Background: an optimization exercise with open tools, aiming at small area, a short achievable clock period and few clock cycles per item. Do not read the settings as production practice. Function was checked by simulation only, so behaviour that the tests miss may differ from the original. Power and IR drop assume default switching activity.

== the previous run ==
## tablet_adaptive_delta_decoder_unit
module tablet_adaptive_delta_decoder_unit
#(
    parameter int TOOLS     = TOOLS_DEF,
    parameter int SHIFT_MAX = SHIFT_MAX_DEF
) (
    input  logic        clk,
    input  logic        rst_n,
    input  logic        din_valid,
    output logic        din_ready,
    input  logic        din_action,
    input  logic        din_tool,
    input  logic [2:0]  din_channel,
    input  logic [4:0]  din_raw_code,
    input  logic [15:0] din_load_value,
    input  logic [3:0]  din_load_shift,
    output logic        dout_valid,
    input  logic        dout_ready,
    output logic [15:0] dout_value,
    output logic [3:0]  dout_step_out,
    output logic        dout_held,
    input  logic        psel,
    input  logic        penable,
    input  logic        pwrite,
    input  logic [2:0]  paddr,
    input  logic [31:0] pwdata,
    output logic [31:0] prdata,
    output logic        pready
);
    logic [15:0] max_x_reg, max_y_reg;
    logic        cfg_wr;
    assign pready = 1'b1;
    assign cfg_wr = psel && penable && pwrite;
    assign prdata = {16'd0, (paddr[2] == REG_MAX_Y) ? max_y_reg : max_x_reg};
    always_ff @(posedge clk or negedge rst_n)
    begin
        if (!rst_n)
        begin
            max_x_reg <= 16'hffff;
            max_y_reg <= 16'hffff;
        end
        else if (cfg_wr)
        begin
            if (paddr[2] == REG_MAX_X)
                max_x_reg <= pwdata[15:0];
            else
                max_y_reg <= pwdata[15:0];
        end
    end
    logic s1_valid_reg, out_valid_reg, clr1_reg, clr2_reg;
    logic out_free, s1_adv, in_ready;
    assign out_free  = !out_valid_reg || dout_ready;
    assign s1_adv    = s1_valid_reg && out_free;
    assign in_ready  = !s1_valid_reg || out_free;
    assign din_ready = in_ready && !clr1_reg && !clr2_reg;
    always_ff @(posedge clk or negedge rst_n)
    begin
        if (!rst_n)
        begin
            s1_valid_reg  <= 1'b0;
            out_valid_reg <= 1'b0;
            clr1_reg      <= 1'b1;
  ...
For scale: roughly 1900 cells after synthesis, ~390 flip-flops, ~19000 um2 of cells after synthesis.
Settings: LEC_CHECK=0, ABC_AREA=1, ABC_CLOCK_PERIOD_IN_PS=4000, CAP_MARGIN=20, CORE_MARGIN=2, CORE_UTILIZATION=40, CTS_BUF_LIST=sky130_fd_sc_hd__clkbuf_8, CTS_CLUSTER_DIAMETER=60, CTS_CLUSTER_SIZE=16, PLACE_DENSITY=0.75, SLEW_MARGIN=20, TNS_END_PERCENT=10; clock period 10.0 ns.
standard.sh (not shown) runs the stock make flow with config.mk's settings and CLKGATE_MAP_FILE= SYNTH_SCRIPT=/design/flow/synth_recipe.tcl, a recipe that flattens the netlist after the stock synthesis.
==> flow/flow/run.sh <==
#!/bin/bash
# The standard layout, with synthesis leaving adders to abc instead of
# mapping them to the half and full adder cells first, the port buffers
# made of plain buf_2 cells, and timing repair aimed at a setup slack of
# 5.5 ns (the clock period and constraints are unchanged).
export ADDER_MAP_FILE=
export BUFFER_PORTS_ARGS="-buffer_cell sky130_fd_sc_hd__buf_2"
export SETUP_SLACK_MARGIN=5.5
bash standard.sh > standard.log 2>&1
Testbench counts of the previous run, summed over its fixed seeds: cycles 24,016, items 24,000.
> inputs changed (the previous run -> the current run)
==> flow/flow/run.sh <==
#!/bin/bash
# The standard layout, with synthesis leaving adders to abc instead of
# mapping them to the half and full adder cells first, the port buffers
# made of plain buf_2 cells, and timing repair aimed at a setup slack of
# 5.35 ns (the clock period and constraints are unchanged).
export ADDER_MAP_FILE=
export BUFFER_PORTS_ARGS="-buffer_cell sky130_fd_sc_hd__buf_2"
export SETUP_SLACK_MARGIN=5.35
bash standard.sh > standard.log 2>&1
- The current run vs the previous run — total chip power dropped by a few percent
- Time the worst path needs with I/O delays and setup in the current run is 0.027 ns higher than in the previous run
- Lower final area goes to the current run over the previous run.
- Share of total power consumed by net switching down 0.51 points in the current run wrt the previous run
- Re core utilization: the current run is 0.86 points down on the previous run.
- Taking the previous run as the reference, in the current run cell count lower; power drawn by the clock network ~0 delta; via count decreased 0.36%; routing usage on met1 saw a decrease.

========
tablet_adaptive_delta_decoder_unit, a different RTL version from the one above (not shown whole).
For scale: about 1900 cells after synthesis, ~390 flip-flops, about 130 I/O pins.
Settings: LEC_CHECK=0, ABC_AREA=1, ABC_CLOCK_PERIOD_IN_PS=4000, CAP_MARGIN=20, CORE_MARGIN=2, CORE_UTILIZATION=55, CTS_BUF_LIST=sky130_fd_sc_hd__clkbuf_8, CTS_CLUSTER_DIAMETER=40, CTS_CLUSTER_SIZE=20, PLACE_DENSITY=0.75, SLEW_MARGIN=20, TNS_END_PERCENT=10; clock period 10.0 ns.
==> flow/flow/run.sh <==
#!/bin/bash
# The standard layout, with synthesis leaving adders to abc instead of
# mapping them to the half and full adder cells first, the port buffers
# made of plain buf_2 cells, and timing repair aimed at a setup slack of
# 5.45 ns (the clock period and constraints are unchanged).
export ADDER_MAP_FILE=
export BUFFER_PORTS_ARGS="-buffer_cell sky130_fd_sc_hd__buf_2"
export SETUP_SLACK_MARGIN=5.45
bash standard.sh > standard.log 2>&1
The first run finished clean.
Testbench counts at the start, summed over its fixed seeds: cycles 24,016, items 24,000.
Then changed:
Settings changed: ABC_AREA 1 to unset, CTS_CLUSTER_DIAMETER 40 to 60, CTS_CLUSTER_SIZE 20 to 16.
Synthesized cell count drops by roughly a tenth.
Area after synthesis grows by a few percent.
Power rises by about a fifth.
Worst hold slack gains 0.083 ns.
Sequential share of layout area goes down by 4.9 points.
Worst setup slack gets worse by 2.1 ns.
Combinational power climbs by well over a third.
Non-clock buffer count went up by 121.
Design area goes up by roughly a tenth.
Then changed:
Settings changed: ABC_AREA set to 1, CORE_UTILIZATION 55 to 65, PLACE_DENSITY 0.75 to 0.8.
After rerunning: The changed run went through all stages and came out clean; cell count increases by 5.9%; wire length falls by 9.9%; clock skew decreases by 0.011 ns; final area drops by 9.9%; total power shrinks by 22%; global-route usage increases by 6.2 points.
Then changed:
Settings changed: CORE_UTILIZATION 65 to 40, PLACE_DENSITY 0.8 to 0.75, TNS_END_PERCENT 10 to 30.
Result: Worst setup slack barely changes. Utilization fell by 29 points. Via count went down by 0.53%.

[afterwards: timing with drivers on the ports]
How much do the figures lean on ideal ports? The routed layouts below were timed once more, with nothing changed but the port constraints. Step 1 sets driving cells, clkbuf_16 on the clock port and buf_2 on the other inputs (assumed; they add their load-dependent delay and slew). Step 2 also shifts input and output timing later by t, the mid clock arrival at the registers, as if the neighbouring blocks saw the same clock. Three values: ideal ports, drivers, drivers and shift; two values: the first two.
run | t (ns) | setup WS [ns] | hold slack, ns
the previous run | 0.649 | 5.404 / 5.358 / 4.854 | 0.379 / 0.379 / 0.379
the current run | 0.647 | 5.377 / 5.355 / 4.838 | 0.377 / 0.377 / 0.377
the first run of note 2 | 0.686 | 5.437 / 5.293 / 4.927 | 0.371 / 0.371 / 0.371
the second run of note 2 | 0.642 | 3.372 / 3.372 / 3.372 | 0.455 / 0.455 / 0.455
the third run of note 2 | 0.615 | 5.416 / 5.264 / 5.001 | 0.385 / 0.385 / 0.385
the fourth run of note 2 | 0.633 | 5.419 / 5.282 / 4.963 | 0.376 / 0.376 / 0.376
After both steps setup and hold are still met in every run listed. The setup slack of the previous run, which loses most, moves by -0.046 ns with the drivers and by -0.550 ns with both steps.
